Context: an optimization exercise on an open-source flow, tuned for small area, a short achievable clock period and few clock cycles per item. The choices shown serve that exercise and are no tape-out recipe.
Function was checked by simulation only, so behaviour that the tests miss may differ from the original.
Power figures rest on the tool's default switching activity, not on a simulated workload.

// data_memory_bytelane
module data_memory_bytelane
#(
    parameter int DEPTH   = 128,
    parameter int LATENCY = 1,
    localparam int ADDR_W = $clog2(DEPTH) + 2
) (
    input  logic              clk,
    input  logic              reset,
    input  logic              req_valid,
    output logic              req_ready,
    input  logic              req_write,
    input  logic [1:0]        req_size,
    input  logic              req_unsigned,
    input  logic [ADDR_W-1:0] req_addr,
    input  logic [31:0]       req_wdata,
    output logic              rsp_valid,
    output logic [31:0]       rsp_rdata,
    output logic              rsp_error,
    output logic              init_done
);
    localparam int IDX_W = ADDR_W - 2;
    localparam int NQ    = 4;                  
    localparam int QD    = DEPTH / NQ;         
    localparam int QW    = $clog2(QD);
    localparam int LO_W  = IDX_W / 2;          
    localparam int HI_W  = IDX_W - LO_W;
    localparam int NLO   = 1 << LO_W;
    localparam int NHI   = 1 << HI_W;
    logic [DEPTH*32-1:0] mem;
    logic             accept, ill;
    logic [IDX_W-1:0] idx;
    logic [3:0]       lanes;
    logic [31:0]      wrep;
    assign req_ready = init_done;
    assign accept    = req_valid && init_done;
    assign ill       = (req_size == dmem_pkg::SIZE_ILL);
    assign idx       = req_addr[ADDR_W-1:2];
    always_comb begin
        case (req_size)
            dmem_pkg::SIZE_BYTE: lanes = 4'b0001 << req_addr[1:0];
            dmem_pkg::SIZE_HALF: lanes = req_addr[1] ? 4'b1100 : 4'b0011;
  ...
Settings: LEC_CHECK=0, CAP_MARGIN=20, CORE_MARGIN=2, CORE_UTILIZATION=55, CTS_CLUSTER_DIAMETER=120, CTS_CLUSTER_SIZE=25, SETUP_SLACK_MARGIN=2.6, SLEW_MARGIN=20, SYNTH_HIERARCHICAL=1, SYNTH_MINIMUM_KEEP_SIZE=0; clock period 5.0 ns.
run.sh (not shown) runs the stock make flow with config.mk's settings and CLKGATE_MAP_FILE= SYNTH_SCRIPT=/design/flow/synth_recipe.tcl, a recipe that flattens the netlist after the stock synthesis.
Testbench counts at the start, summed over its fixed seeds: cycles 48,032, items 48,000.
Next try:
--- a/flow/config.mk
+++ b/flow/config.mk
@@ -11,5 +11,5 @@
 export CTS_CLUSTER_DIAMETER = 120
 export CTS_CLUSTER_SIZE = 25
-export SETUP_SLACK_MARGIN = 2.6
+export SETUP_SLACK_MARGIN = 2.7
 export SLEW_MARGIN = 20
 export SYNTH_HIERARCHICAL = 1
=> The changed run finished clean; register-to-register slack is better by 0.03 ns; total power hardly moves; sequential share of layout area fell by 0.47 points; die area is unchanged; global-route usage rose by 1.3 points; first-iteration DRC count fell slightly; combinational power rose by a few percent.


data_memory_bytelane, a different RTL version from the one above (not shown whole).
Size: ~7,500 cells after synthesis, roughly 84 I/O pins, roughly 150,000 um^2 of cells after synthesis.
==> flow/config.mk <==
export PLATFORM = sky130hd
export DESIGN_NAME = data_memory_bytelane
export DESIGN_NICKNAME = data_memory_bytelane
export VERILOG_FILES = /design/flow/design.v
export SDC_FILE = /design/flow/constraint.sdc
export NUM_CORES = 4
export LEC_CHECK = 0
export CAP_MARGIN = 20
export CORE_MARGIN = 2
export CORE_UTILIZATION = 55
export CTS_CLUSTER_DIAMETER = 120
export CTS_CLUSTER_SIZE = 25
export SETUP_SLACK_MARGIN = 2.6
export SLEW_MARGIN = 20
export SYNTH_HIERARCHICAL = 1
export SYNTH_MINIMUM_KEEP_SIZE = 0
==> flow/constraint.sdc <==
create_clock -name core_clock -period 5.0 [get_ports {clk}]
set_input_delay 1.0000 -clock core_clock [delete_from_list [all_inputs] [get_ports {clk}]]
set_output_delay 1.0000 -clock core_clock [all_outputs]
set_load 0.01 [all_outputs]
The first run ran to the end with no violations.
Testbench counts at the start, summed over its fixed seeds: cycles 48,032, items 48,000.
Edit:
Settings changed: SETUP_SLACK_MARGIN 2.6 to 2.7.
Count of clock-buffer cells in the layout is higher by 8.
First-iteration DRC count rose by about 14%.
Critical path depth stays the same.
Via count climbs by about 4.5%.
Core utilization came out higher by 1.0 points.
Maximum frequency went up by about 0.8%.
Non-clock buffer count rose by 130.
Total power goes up by 0.83%.

[re-timing with driven ports]
In the flow no input, the clock included, has a driving cell. The finished layouts below were timed again as built, in two steps.
Step 1 sets driving cells, clkbuf_16 on the clock port and buf_2 on the other inputs (assumed; they add their load-dependent delay and slew).
Step 2 moves the port delays by t, midway between the first and last clock arrival at a register: inputs arrive t later, outputs are due t later. That takes back most of the time a late clock gives input paths.
a / b / c = no drivers / after step 1 / after step 2; a / b = the first two.
run | t (ns) | setup WS [ns] | pins driven straight from the clock port
the first run of note 1 | 1.014 | 2.473 / 2.377 / 2.103 | 1
the second run of note 1 | 1.030 | 2.472 / 2.387 / 1.873 | 1
the first run of note 2 | 1.016 | 2.439 / 2.346 / 1.996 | 1
the second run of note 2 | 1.022 | 2.459 / 2.362 / 1.957 | 1
After both steps every run listed still meets setup and hold. For the second run of note 1, which loses most, drivers alone change the setup slack by -0.085 ns; drivers and shift together by -0.599 ns.
